Context: an optimization exercise on an open-source flow, tuned for small area and a short achievable clock period. The choices shown serve that exercise and are no tape-out recipe.

==> flow/design.v <==
package d5m_axis_pkg;
  typedef enum logic [1:0] {
    WAIT_VB = 2'd0,
    ARMED   = 2'd1,
    ACTIVE  = 2'd2,
    DROP    = 2'd3
  } bridge_state_e;
  localparam logic [23:0] BAR_RGB = {
    3'b000, 3'b001, 3'b100, 3'b101, 3'b010, 3'b011, 3'b110, 3'b111
  };
  typedef struct packed {
    logic sof;
    logic eol;
  } entry_tag_t;
  localparam int TAG_W = 2;   
endpackage
module axis_sync_fifo_fwft #(
  parameter int WIDTH = 26,
  parameter int DEPTH = 64
) (
  input  logic                     clk,
  input  logic                     wr_en,
  input  logic [$clog2(DEPTH)-1:0] wr_ptr,
  input  logic [WIDTH-1:0]         wr_data,
  input  logic [$clog2(DEPTH)-1:0] rd_ptr,
  output logic [WIDTH-1:0]         rd_data
);
  logic [WIDTH-1:0] mem [DEPTH];
  always_ff @(posedge clk) begin
    for (int i = 0; i < DEPTH; i++) begin
      if (wr_en && wr_ptr == i) mem[i] <= wr_data;
    end
  end
  always_comb begin
    rd_data = '0;
    for (int i = 0; i < DEPTH; i++) begin
      rd_data = rd_data | (mem[i] & {WIDTH{rd_ptr == i}});
    end
  end
endmodule
module d5m_frame_axis_bridge #(
  parameter int DATA_WIDTH = 24,
  parameter int FIFO_DEPTH = 64,
  parameter int X_WIDTH    = 12,
  parameter int Y_WIDTH    = 12,
  parameter int BAR_SHIFT  = 5
) (
  input  logic                  ACLK,
  input  logic                  ARESETN,
  input  logic [DATA_WIDTH-1:0] idata,
  input  logic                  ifval,
  input  logic                  ilval,
  input  logic                  cfg_test_en,
  input  logic                  cfg_clr_ovf,
  input  logic                  m_axis_tready,
  output logic                  m_axis_tvalid,
  output logic [DATA_WIDTH-1:0] m_axis_tdata,
  output logic                  m_axis_tuser,
  output logic                  m_axis_tlast,
  output logic [X_WIDTH-1:0]    xCord,
  output logic [Y_WIDTH-1:0]    yCord,
  output logic [X_WIDTH-1:0]    frame_width,
  output logic [Y_WIDTH-1:0]    frame_height,
  output logic [15:0]           frame_count,
  output logic                  endOfFrame,
  output logic                  ovf_flag
);
  localparam int FW = DATA_WIDTH / 3;
  localparam int EW = DATA_WIDTH + d5m_axis_pkg::TAG_W;
  localparam int AW = $clog2(FIFO_DEPTH);
  logic                  act_q, arm_q;
  logic                  ifval_q, ilval_q;
  logic                  test_en_q, sof_pend_q;
  logic                  xz_q;
  logic [X_WIDTH-1:0]    xcord_q, last_len_q, frame_w_q;
  logic                  yz_q, yp_q;
  logic [Y_WIDTH-1:0]    ycord_q, frame_h_q;
  logic [15:0]           frame_cnt_q;
  logic                  eof_q, ovf_q;
  logic                  hv_q, hsof_q;
  logic [DATA_WIDTH-1:0] hdata_q;
  logic [AW-1:0]         wr_ptr_q, rd_ptr_q, cnt_q;
  logic                  ov_q;
  logic [EW-1:0]         out_q;
  logic                  pix_ok, fv_rise, fv_fall, acc, line_end, commit, ovf_evt;
  logic [X_WIDTH-1:0]    xcord_p1, x_cur;
  logic [Y_WIDTH-1:0]    ycord_p1, y_cur;
  logic [2:0]            bar_k, bar_rgb;
  logic [DATA_WIDTH-1:0] bar_data, pix_data;
  logic                  ae, full, load, mem_rd, bypass, inc;
  logic [EW-1:0]         wdata, rdata;
  assign xcord_p1 = xcord_q + X_WIDTH'(1);
  assign x_cur    = xz_q ? '0 : xcord_p1;
  assign ycord_p1 = ycord_q + Y_WIDTH'(1);
  assign y_cur    = yz_q ? '0 : (yp_q ? ycord_p1 : ycord_q);
  assign bar_k   = 3'(x_cur >> BAR_SHIFT);
  assign bar_rgb = d5m_axis_pkg::BAR_RGB[3*bar_k +: 3];
  for (genvar gi = 0; gi < 3; gi++) begin : g_bar
    assign bar_data[gi*FW +: FW] = {FW{bar_rgb[gi]}};
  end
  if (DATA_WIDTH > 3 * FW) begin : g_bar_pad
    assign bar_data[DATA_WIDTH-1:3*FW] = '0;
  end
  assign pix_data = test_en_q ? bar_data : idata;
  assign pix_ok   = ifval & ilval;
  assign fv_rise  = ifval & ~ifval_q;
  assign fv_fall  = ~ifval & ifval_q;
  assign acc      = act_q & pix_ok;
  assign line_end = hv_q & ~pix_ok;
  assign commit   = hv_q;
  assign ae      = (cnt_q == '0);
  assign full    = ov_q & (cnt_q == AW'(FIFO_DEPTH - 1));
  assign ovf_evt = commit & full & ~m_axis_tready;
  assign load    = ~ov_q | m_axis_tready;
  assign mem_rd  = load & ~ae;
  assign bypass  = load & ae & commit;
  assign inc     = commit & ~bypass & ~ovf_evt;
  assign wdata = {hsof_q, ~pix_ok, hdata_q};
  axis_sync_fifo_fwft #(
    .WIDTH (EW),
    .DEPTH (FIFO_DEPTH)
  ) u_mem (
    .clk     (ACLK),
    .wr_en   (hv_q),
    .wr_ptr  (wr_ptr_q),
    .wr_data (wdata),
    .rd_ptr  (rd_ptr_q),
    .rd_data (rdata)
  );
  always_ff @(posedge ACLK) begin
    if (mem_rd) out_q <= rdata;
    else if (bypass) out_q <= wdata;
  end
  always_ff @(posedge ACLK) begin
    if (acc) begin
      hdata_q <= pix_data;
      hsof_q  <= sof_pend_q;
    end
  end
  always_ff @(posedge ACLK) begin
    if (!ARESETN) begin
      act_q       <= 1'b0;
      arm_q       <= 1'b0;
      ifval_q     <= 1'b0;
      ilval_q     <= 1'b0;
      test_en_q   <= 1'b0;
      sof_pend_q  <= 1'b0;
      xz_q        <= 1'b1;
      xcord_q     <= '0;
      yz_q        <= 1'b1;
      yp_q        <= 1'b0;
      ycord_q     <= '0;
      last_len_q  <= '0;
      frame_w_q   <= '0;
      frame_h_q   <= '0;
      frame_cnt_q <= '0;
      eof_q       <= 1'b0;
      ovf_q       <= 1'b0;
      hv_q        <= 1'b0;
      wr_ptr_q    <= '0;
      rd_ptr_q    <= '0;
      cnt_q       <= '0;
      ov_q        <= 1'b0;
    end else begin
      ifval_q <= ifval;
      ilval_q <= ilval;
      eof_q   <= act_q & fv_fall & ~ovf_evt;
      ovf_q   <= ovf_evt | (ovf_q & ~cfg_clr_ovf);
      if (!act_q && !arm_q) begin
        if (!ifval) arm_q <= 1'b1;
      end
      if (arm_q && fv_rise) begin
        arm_q      <= 1'b0;
        act_q      <= 1'b1;
        test_en_q  <= cfg_test_en;
        sof_pend_q <= 1'b1;
        xz_q       <= 1'b1;
        yz_q       <= 1'b1;
      end
      if (acc) begin
        hv_q       <= 1'b1;
        sof_pend_q <= 1'b0;
        xz_q       <= 1'b0;
        xcord_q    <= x_cur;
        ycord_q    <= y_cur;
        yz_q       <= 1'b0;
        yp_q       <= 1'b0;
      end
      if (line_end) begin
        hv_q       <= 1'b0;
        xz_q       <= 1'b1;
        yz_q       <= 1'b0;
        yp_q       <= 1'b1;
        last_len_q <= x_cur;
      end
      if (ovf_evt) begin
        hv_q  <= 1'b0;
        act_q <= 1'b0;
      end else if (act_q && fv_fall) begin
        act_q       <= 1'b0;
        arm_q       <= 1'b1;
        frame_w_q   <= line_end ? x_cur : last_len_q;
        frame_h_q   <= line_end ? ycord_p1 : y_cur;
        frame_cnt_q <= frame_cnt_q + 16'd1;
      end
      if (inc) wr_ptr_q <= wr_ptr_q + AW'(1);
      if (mem_rd) rd_ptr_q <= rd_ptr_q + AW'(1);
      if (inc && !mem_rd) cnt_q <= cnt_q + AW'(1);
      else if (!inc && mem_rd) cnt_q <= cnt_q - AW'(1);
      if (load) ov_q <= mem_rd | bypass;
    end
  end
  assign m_axis_tvalid = ov_q;
  assign m_axis_tdata  = out_q[DATA_WIDTH-1:0];
  assign m_axis_tlast  = out_q[DATA_WIDTH];
  assign m_axis_tuser  = out_q[DATA_WIDTH+1];
  assign xCord         = xcord_q;
  assign yCord         = ycord_q;
  assign frame_width   = frame_w_q;
  assign frame_height  = frame_h_q;
  assign frame_count   = frame_cnt_q;
  assign endOfFrame    = eof_q;
  assign ovf_flag      = ovf_q;
endmodule
clock: 5.0 ns
lec_check: 0
cap_margin: 20
core_margin: 2
core_utilization: 50
slew_margin: 20
run.sh (not shown) runs the stock make flow with config.mk's settings and CLKGATE_MAP_FILE= SYNTH_SCRIPT=/design/flow/synth_recipe.tcl, a recipe that flattens the netlist after the stock synthesis.
Change:
--- a/flow/design.v
+++ b/flow/design.v
@@ -63,35 +63,35 @@
   output logic [Y_WIDTH-1:0]    frame_height,
   output logic [15:0]           frame_count,
   output logic                  endOfFrame,
   output logic                  ovf_flag
 );
   localparam int FW = DATA_WIDTH / 3;
-  localparam int EW = DATA_WIDTH + d5m_axis_pkg::TAG_W;
   localparam int AW = $clog2(FIFO_DEPTH);
   logic                  act_q, arm_q;
   logic                  ifval_q, ilval_q;
   logic                  test_en_q, sof_pend_q;
   logic                  xz_q;
   logic [X_WIDTH-1:0]    xcord_q, last_len_q, frame_w_q;
   logic                  yz_q, yp_q;
   logic [Y_WIDTH-1:0]    ycord_q, frame_h_q;
   logic [15:0]           frame_cnt_q;
   logic                  eof_q, ovf_q;
-  logic                  hv_q, hsof_q;
-  logic [DATA_WIDTH-1:0] hdata_q;
+  logic                  hv_q;
   logic [AW-1:0]         wr_ptr_q, rd_ptr_q, cnt_q;
   logic                  ov_q;
-  logic [EW-1:0]         out_q;
-  logic                  pix_ok, fv_rise, fv_fall, acc, line_end, commit, ovf_evt;
+  logic [DATA_WIDTH+1:0] out_q;
+  logic                  pix_ok, fv_rise, fv_fall, acc, line_end, ovf_evt;
   logic [X_WIDTH-1:0]    xcord_p1, x_cur;
   logic [Y_WIDTH-1:0]    ycord_p1, y_cur;
   logic [2:0]            bar_k, bar_rgb;
   logic [DATA_WIDTH-1:0] bar_data, pix_data;
-  logic                  ae, full, load, mem_rd, bypass, inc;
-  logic [EW-1:0]         wdata, rdata;
+  logic                  ae, full, load, rd, inc, we;
+  logic [AW-1:0]         ws;
+  logic [DATA_WIDTH:0]   rdata;
+  logic                  rd_eol;
   assign xcord_p1 = xcord_q + X_WIDTH'(1);
   assign x_cur    = xz_q ? '0 : xcord_p1;
   assign ycord_p1 = ycord_q + Y_WIDTH'(1);
   assign y_cur    = yz_q ? '0 : (yp_q ? ycord_p1 : ycord_q);
   assign bar_k   = 3'(x_cur >> BAR_SHIFT);
   assign bar_rgb = d5m_axis_pkg::BAR_RGB[3*bar_k +: 3];
@@ -104,41 +104,40 @@
   assign pix_data = test_en_q ? bar_data : idata;
   assign pix_ok   = ifval & ilval;
   assign fv_rise  = ifval & ~ifval_q;
   assign fv_fall  = ~ifval & ifval_q;
   assign acc      = act_q & pix_ok;
   assign line_end = hv_q & ~pix_ok;
-  assign commit   = hv_q;
   assign ae      = (cnt_q == '0);
   assign full    = ov_q & (cnt_q == AW'(FIFO_DEPTH - 1));
-  assign ovf_evt = commit & full & ~m_axis_tready;
+  assign ovf_evt = hv_q & full & ~m_axis_tready;
   assign load    = ~ov_q | m_axis_tready;
-  assign mem_rd  = load & ~ae;
-  assign bypass  = load & ae & commit;
-  assign inc     = commit & ~bypass & ~ovf_evt;
-  assign wdata = {hsof_q, ~pix_ok, hdata_q};
+  assign rd      = load & (~ae | hv_q);
+  assign inc     = hv_q & ~ovf_evt;
+  assign ws      = wr_ptr_q + AW'(hv_q);
+  assign we      = acc & ~ovf_evt;
   axis_sync_fifo_fwft #(
-    .WIDTH (EW),
+    .WIDTH (DATA_WIDTH + 1),
     .DEPTH (FIFO_DEPTH)
   ) u_mem (
     .clk     (ACLK),
-    .wr_en   (hv_q),
-    .wr_ptr  (wr_ptr_q),
-    .wr_data (wdata),
+    .wr_en   (we),
+    .wr_ptr  (ws),
+    .wr_data ({sof_pend_q, pix_data}),
     .rd_ptr  (rd_ptr_q),
     .rd_data (rdata)
   );
+  logic [FIFO_DEPTH-1:0] eol_mem;
   always_ff @(posedge ACLK) begin
-    if (mem_rd) out_q <= rdata;
-    else if (bypass) out_q <= wdata;
-  end
+    for (int i = 0; i < FIFO_DEPTH; i++) begin
+      if (hv_q && wr_ptr_q == i) eol_mem[i] <= ~pix_ok;
+    end
+  end
+  assign rd_eol = ae ? ~pix_ok : eol_mem[rd_ptr_q];
   always_ff @(posedge ACLK) begin
-    if (acc) begin
-      hdata_q <= pix_data;
-      hsof_q  <= sof_pend_q;
-    end
+    if (rd) out_q <= {rdata[DATA_WIDTH], rd_eol, rdata[DATA_WIDTH-1:0]};
   end
   always_ff @(posedge ACLK) begin
     if (!ARESETN) begin
       act_q       <= 1'b0;
       arm_q       <= 1'b0;
       ifval_q     <= 1'b0;
@@ -201,16 +200,16 @@
         arm_q       <= 1'b1;
         frame_w_q   <= line_end ? x_cur : last_len_q;
         frame_h_q   <= line_end ? ycord_p1 : y_cur;
         frame_cnt_q <= frame_cnt_q + 16'd1;
       end
       if (inc) wr_ptr_q <= wr_ptr_q + AW'(1);
-      if (mem_rd) rd_ptr_q <= rd_ptr_q + AW'(1);
-      if (inc && !mem_rd) cnt_q <= cnt_q + AW'(1);
-      else if (!inc && mem_rd) cnt_q <= cnt_q - AW'(1);
-      if (load) ov_q <= mem_rd | bypass;
+      if (rd) rd_ptr_q <= rd_ptr_q + AW'(1);
+      if (inc && !rd) cnt_q <= cnt_q + AW'(1);
+      else if (!inc && rd) cnt_q <= cnt_q - AW'(1);
+      if (load) ov_q <= rd;
     end
   end
   assign m_axis_tvalid = ov_q;
   assign m_axis_tdata  = out_q[DATA_WIDTH-1:0];
   assign m_axis_tlast  = out_q[DATA_WIDTH];
   assign m_axis_tuser  = out_q[DATA_WIDTH+1];
Outcome:
- The new run went through all stages and came out clean
- maximum frequency falls by 0.93%
- area after synthesis went down by about 1%
- die area decreases by about 1%
- cell area goes down by about 0.9%
- wire length fell by about 4.5%
No functional check of the RTL was part of any run of this note.

afterwards: timing with drivers on the ports:
Ports are ideal in the flow. The routed layouts listed here were re-timed in OpenROAD. Step 1: set_driving_cell puts a clkbuf_16 on ACLK and a buf_2 on each other input, an assumption about the parent block. Step 2 adds t to the input delays and takes it off the output delays; t is the mean of the earliest and latest rising clock arrival at the registers after step 1. Input paths then give back, and output paths get back, about the clock's delay inside the block. Three values: no drivers, after step 1, after step 2; two values: the first two.
run | shift t [ns] | setup WS [ns] | hold WS [ns] | pins driven straight from the clock port
the first run | 0.916 | 0.978 / 0.978 / 0.827 | 0.439 / 0.439 / 0.439 | 1
the second run | 0.914 | 0.940 / 0.940 / 0.795 | 0.473 / 0.473 / 0.473 | 1
After both steps setup and hold are still met in every run listed. For the first run, which loses most, drivers alone change the setup slack by 0.000 ns; drivers and shift together by -0.151 ns.
